From an optimization exercise on the open Yosys and OpenROAD flow, aimed at small area, a short achievable clock period and few clock cycles; shortcuts taken in it are not production practice.
In this exercise RTL edits were held to simulation tests only and were not proved equivalent to the original.

the previous run:
==> flow/design.v (excerpt) <==
module dlog_search #(
  parameter int unsigned len = 16
) (
  input  logic           clk,
  input  logic           rst,
  input  logic           start,
  input  logic [len-1:0] g_in,
  input  logic [len-1:0] y_in,
  input  logic [len-1:0] r,
  input  logic [len-1:0] max_exp,
  output logic [len-1:0] x_out,
  output logic           found,
  output logic           done,
  output logic           busy
);
  localparam logic [2:0] StIdle = 3'd0;
  localparam logic [2:0] StFin  = 3'd1;
  localparam logic [2:0] StNorm = 3'd2;
  localparam logic [2:0] StDiv  = 3'd3;
  localparam logic [2:0] StIter = 3'd4;
  logic [2:0]  state_q, state_d;
  logic [15:0] x_q, x_d;
  logic        found_q, found_d;
  logic        done_d, done_q;
  logic [15:0] n_q, n_d;       
  logic [15:0] g_q, g_d;       
  logic [15:0] w_q, w_d;       
  logic [15:0] b_q, b_d;       
  logic [16:0] bn_q, bn_d;     
  logic [15:0] acc_q, acc_d;   
  logic [15:0] accv_q, accv_d; 
  logic [3:0]  s_q, s_d;       
  logic [3:0]  cnt_q, cnt_d;
  logic        first_q, first_d;
  logic        ylt_q, ylt_d;
  logic        ph_q, ph_d;     
  logic        vm_q, vm_d;     
  logic [15:0] lim_q, lim_d;   
  logic        even;
  logic [15:0] abits, bop, dbits, mont;
  logic [15:0] sv [0:16];
  logic [16:0] cv [0:16];
  logic [16:0] qv;
  assign even = (s_q != 4'd0);
  ...
export LEC_CHECK = 0
export ABC_AREA = 1
export CAP_MARGIN = 20
export CORE_MARGIN = 2
export CORE_UTILIZATION = 65
export SLEW_MARGIN = 20
create_clock -name core_clock -period 125.0 [get_ports {clk}]
run.sh (not shown) runs the stock make flow with config.mk's settings and CLKGATE_MAP_FILE= SYNTH_SCRIPT=/design/flow/synth_recipe.tcl, a recipe that flattens the netlist after the stock synthesis.
Testbench counts of the previous run, summed over its fixed seeds: cycles 75,910.
Modified inputs, the current run compared to the previous run
Settings: CORE_UTILIZATION: 65 -> 40.
Notes after the runs:
- The current run ended up with a lower sequential share of layout area than the previous run did.
- Summary — transition time of the tightest slew-check pin, the current run relative to the previous run: higher, by 6.4 ps.
- Against the previous run, the current run reports a non-clock buffer count that is higher.
- Of the current run and the previous run, the previous run shows the lower cell count, with the current run above it.
- For the current run, the top layer used by detailed routing was met4, unlike the previous run, where it was met5.
- Setup slack ends up lower on the previous run.
- Row layout-stage area growth over the synthesis result: the current run higher / the previous run lower
- Summary of the current run over the previous run: via count lower, aggregate global-route resource usage saw a decrease.


The RTL this note starts from:
==> flow/design.v <==
module dlog_mont (
  input  logic [15:0] abits,
  input  logic [15:0] bop,
  input  logic [15:0] n_q,
  input  logic [16:0] bn_q,    
  output logic [15:0] mont,
  output logic [15:0] dbits
);
  logic [15:0] sv [0:16];
  logic [16:0] cv [0:16];
  logic [16:0] qv;
  always_comb begin
    logic        a, q;
    logic [16:0] xs, ys, zs, ss, cc, sx;
    logic        sa, sq, sb, cc0, e, f1, f0, abn;
    sv[0] = '0;
    cv[0] = '0;
    qv[0] = abits[0] & bop[0];
    for (int i = 0; i < 16; i++) begin
      a  = abits[i];
      q  = qv[i];
      ys = a ? bn_q : {1'b0, n_q};
      zs = a ? {1'b0, bop} : 17'd0;
      sa = a & ~q;
      sq = ~a & q;
      sb = a & q;
      xs = ({17{sa}} & {1'b0, bop}) | ({17{sq}} & {1'b0, n_q}) | ({17{sb}} & bn_q);
      sx = {1'b0, sv[i]};
      ss = sx ^ cv[i] ^ xs;
      cc = (sx & cv[i]) | (sx & xs) | (cv[i] & xs);
      dbits[i] = ss[0];
      sv[i+1]  = ss[16:1];
      cv[i+1]  = cc;
      abn = (i < 15) ? (abits[(i+1)%16] & bop[0]) : 1'b0;
      cc0 = sx[0] | cv[i][0];
      e   = sx[1] ^ cv[i][1] ^ cc0 ^ abn;
      f1  = e ^ ys[1];
      f0  = e ^ zs[1];
      qv[i+1] = q ? f1 : f0;
    end
  end
  logic [17:0] tsum, tdif;
  always_comb begin
    tsum = {2'b0, sv[16]} + {1'b0, cv[16]};
    tdif = tsum - {2'b0, n_q};
    mont = tdif[17] ? tsum[15:0] : tdif[15:0];
  end
endmodule
module dlog_search #(
  parameter int unsigned len = 16
) (
  input  logic           clk,
  input  logic           rst,
  input  logic           start,
  input  logic [len-1:0] g_in,
  input  logic [len-1:0] y_in,
  input  logic [len-1:0] r,
  input  logic [len-1:0] max_exp,
  output logic [len-1:0] x_out,
  output logic           found,
  output logic           done,
  output logic           busy
);
  localparam logic [2:0] StIdle = 3'd0;
  localparam logic [2:0] StFin  = 3'd1;
  localparam logic [2:0] StNorm = 3'd2;
  localparam logic [2:0] StDiv  = 3'd3;
  localparam logic [2:0] StSq   = 3'd4;
  localparam logic [2:0] StSq2  = 3'd5;
  localparam logic [2:0] StIter = 3'd6;
  logic [2:0]  state_q, state_d;
  logic [15:0] x_q, x_d;
  logic        found_q, found_d;
  logic        done_d, done_q;
  logic [15:0] n_q, n_d;         
  logic [15:0] g_q, g_d;         
  logic [15:0] w_q, w_d;         
  logic [15:0] b_q, b_d;         
  logic [16:0] bn_q, bn_d;       
  logic [15:0] acc0_q, acc0_d;   
  logic [15:0] acc1_q, acc1_d;   
  logic [15:0] lim_q, lim_d;     
  logic [3:0]  s_q, s_d;         
  logic [3:0]  cnt_q, cnt_d;
  logic        first_q, first_d;
  logic        dchk_q, dchk_d;   
  logic        ylt_q, ylt_d;
  logic        ev_q, ev_d;       
  logic [15:0] bop1, n1, mont0, mont1, dbits0, dbits1;
  logic [16:0] bn1;
  assign bop1 = ev_q ? g_q : b_q;
  assign n1   = ev_q ? 16'd0 : n_q;
  assign bn1  = ev_q ? {1'b0, g_q} : bn_q;
  dlog_mont u_lane0 (.abits(acc0_q), .bop(b_q), .n_q(n_q), .bn_q(bn_q),
                     .mont(mont0), .dbits(dbits0));
  dlog_mont u_lane1 (.abits(acc1_q), .bop(bop1), .n_q(n1), .bn_q(bn1),
                     .mont(mont1), .dbits(dbits1));
  logic [15:0] nh;
  logic [15:0] tm_next, revy;
  logic [3:0]  s_inc;
  always_comb begin
    nh    = n_q >> 1;
    s_inc = s_q + 4'd1;
    for (int k = 0; k < 16; k++) begin
      tm_next[k] = (5'(k) + 5'(s_inc) >= 5'd16);
      revy[k]    = y_in[15-k];
    end
  end
  logic        bit1, bit2, gskip;
  logic [16:0] t1, t2, d1, d2;
  logic [15:0] b1, b2, bsum_in, wred;
  always_comb begin
    bit2 = ~cnt_q[3] & g_q[14];
    if (state_q == StNorm)  t1 = {w_q, 1'b0};
    else if (dchk_q)        t1 = {1'b0, g_q};
    else                    t1 = {b_q, ~cnt_q[3] & g_q[15]};
    d1   = t1 - {1'b0, n_q};
    wred  = d1[16] ? w_q : d1[16:1];
    gskip = d1[16];
    b1   = d1[16] ? t1[15:0] : d1[15:0];
    t2   = {b1, bit2};
    d2   = t2 - {1'b0, n_q};
    b2   = d2[16] ? t2[15:0] : d2[15:0];
    bsum_in = (state_q == StDiv) ? b2 : b_q;
  end
  logic [15:0] tm, cmpv0, cmpv1, rev1, xp1;
  logic        match0, match1, lim0, lim1;
  always_comb begin
    for (int k = 0; k < 16; k++) begin
      tm[k]   = (5'(k) + 5'(s_q) >= 5'd16);
      rev1[k] = acc1_q[15-k];
    end
    cmpv0  = acc0_q | (rev1 & tm);
    cmpv1  = acc1_q;
    match0 = ylt_q & (cmpv0 == w_q);
    match1 = ylt_q & ~ev_q & (cmpv1 == w_q);
    xp1    = x_q + 16'd1;
    lim0   = (x_q == lim_q);
    lim1   = ~ev_q & (xp1 == lim_q);
  end
  logic fin_now;
  always_comb begin
    fin_now = (n_q[15:1] == '0) || (w_q == 16'd1) || (lim_q == '0);
  end
  always_comb begin
    state_d = state_q;
    x_d     = x_q;
    found_d = found_q;
    done_d  = 1'b0;
    n_d     = n_q;
    g_d     = g_q;
    w_d     = w_q;
    b_d     = b_q;
    bn_d    = {1'b0, bsum_in} + {1'b0, n_q};
    acc0_d  = acc0_q;
    acc1_d  = acc1_q;
    lim_d   = lim_q;
    s_d     = s_q;
    cnt_d   = cnt_q;
    first_d = 1'b0;
    dchk_d  = dchk_q;
    ylt_d   = first_q ? (w_q < n_q) : ylt_q;
    ev_d    = ev_q;
    case (state_q)
      StIdle: begin
        n_d     = r;
        g_d     = g_in;
        w_d     = y_in;
        lim_d   = max_exp;
        ev_d    = ~r[0];
        b_d     = '0;
        s_d     = '0;
        cnt_d   = '0;
        first_d = 1'b1;
        dchk_d  = 1'b1;
        if (start) begin
          state_d = r[0] ? StDiv : StNorm;
        end
      end
      StFin: begin
        done_d  = 1'b1;
        state_d = StIdle;
      end
      StNorm: begin
        n_d = nh;
        s_d = s_inc;
        if (n_q[1]) begin
          w_d     = wred | (revy & tm_next);
          state_d = StDiv;
        end else begin
          w_d = wred;
        end
      end
      StDiv: begin
        cnt_d = cnt_q + 4'd1;
        if (dchk_q) begin
          dchk_d = 1'b0;
          cnt_d  = 4'd0;
          if (gskip) begin
            b_d    = g_q;
            acc0_d = g_q;
            cnt_d  = 4'd8;
          end
        end else begin
          b_d  = b2;
          if (!cnt_q[3]) g_d = {g_q[13:0], g_q[15:14]};
          if (cnt_q == 4'd7) acc0_d = b2;           
        end
        if ((cnt_q == 4'd15) && !dchk_q) begin
          if (ev_q) begin
            acc1_d  = g_q;                          
            x_d     = 16'd1;
            state_d = StIter;
          end else begin
            acc1_d  = b2;                           
            state_d = StSq;
          end
        end
      end
      StSq: begin
        acc1_d  = mont0;
        b_d     = mont1;
        state_d = StSq2;
      end
      StSq2: begin
        x_d     = 16'd1;
        state_d = StIter;
      end
      StIter: begin
        if (match0) begin
          found_d = 1'b1;
          done_d  = 1'b1;
          state_d = StIdle;
        end else if (lim0) begin
          found_d = 1'b0;
          done_d  = 1'b1;
          state_d = StIdle;
        end else if (match1) begin
          found_d = 1'b1;
          x_d     = xp1;
          done_d  = 1'b1;
          state_d = StIdle;
        end else if (lim1) begin
          found_d = 1'b0;
          x_d     = xp1;
          done_d  = 1'b1;
          state_d = StIdle;
        end else begin
          acc0_d = mont0;
          acc1_d = ev_q ? dbits1 : mont1;
          x_d    = ev_q ? xp1 : x_q + 16'd2;
        end
      end
      default: state_d = StIdle;
    endcase
    if (first_q && (state_q != StIdle) && fin_now) begin
      found_d = (n_q[15:1] != '0) && (w_q == 16'd1);
      x_d     = '0;
      state_d = StFin;
    end
  end
  always_ff @(posedge clk or negedge rst) begin
    if (!rst) begin
      state_q <= StIdle;
      x_q     <= '0;
      found_q <= 1'b0;
      done_q  <= 1'b0;
    end else begin
      state_q <= state_d;
      x_q     <= x_d;
      found_q <= found_d;
      done_q  <= done_d;
    end
  end
  always_ff @(posedge clk) begin
    n_q     <= n_d;
    g_q     <= g_d;
    w_q     <= w_d;
    b_q     <= b_d;
    bn_q    <= bn_d;
    acc0_q  <= acc0_d;
    acc1_q  <= acc1_d;
    lim_q   <= lim_d;
    s_q     <= s_d;
    cnt_q   <= cnt_d;
    first_q <= first_d;
    dchk_q  <= dchk_d;
    ylt_q   <= ylt_d;
    ev_q    <= ev_d;
  end
  assign x_out = x_q;
  assign found = found_q;
  assign done  = done_q;
  assign busy  = (state_q != StIdle);
endmodule
clock: 125.0 ns
lec_check: 0
abc_area: 1
cap_margin: 20
core_margin: 2
core_utilization: 30
slew_margin: 20
standard.sh (not shown) runs the stock make flow with config.mk's settings and CLKGATE_MAP_FILE= SYNTH_SCRIPT=/design/flow/synth_recipe.tcl, a recipe that flattens the netlist after the stock synthesis.
==> flow/flow/run.sh <==
#!/bin/bash
# The standard layout (standard synthesis, floorplan, placement, CTS, routing),
# with ORFS's timing repair asked to keep 99 ns of setup slack at the design's
# 125 ns clock, so that it works on the register-to-register paths.
bash standard.sh SETUP_SLACK_MARGIN=99 finish > standard.log 2>&1
The baseline produced a clean layout.
Testbench counts at the start, summed over its fixed seeds: cycles 39,830.
Then changed:
CORE_UTILIZATION = 40   (was 30)
Result: Setup slack got worse by 0.029 ns; wire length came out lower by a few percent; design area came out lower slightly; global-route usage came out higher by 7.0 points; synthesized area does not change; count of clock-buffer cells in the layout came out lower by 1; via count came out lower by a few percent; synthesized cell count is unchanged.

[what the ideal ports hide]
How much do the figures lean on ideal ports? The routed layouts below were timed once more, with nothing changed but the port constraints. Step 1: set_driving_cell puts a clkbuf_16 on clk and a buf_2 on each other input, an assumption about the parent block. Step 2 times the ports against the registers' clock, not the clock port: input delays grow and output delays shrink by t, the midpoint of the rising clock arrivals with the driver on. Slacks: no drivers / after step 1 / after step 2; pairs: no drivers / after step 1.
run | shift t [ns] | setup WS [ns] | worst hold slack (ns) | worst slew at a driven data input, ns
the previous run | 0.511 | 97.223 / 97.166 / 97.677 | 0.525 / 0.525 / 0.525 | 0.05
the current run | 0.494 | 97.789 / 97.736 / 98.230 | 0.524 / 0.524 / 0.524 | 0.04
the first run of note 2 | 0.567 | 98.639 / 98.562 / 98.707 | 0.476 / 0.476 / 0.476 | 0.05
the second run of note 2 | 0.534 | 98.610 / 98.536 / 98.730 | 0.470 / 0.470 / 0.470 | 0.04
After both steps setup and hold are still met in every run listed.
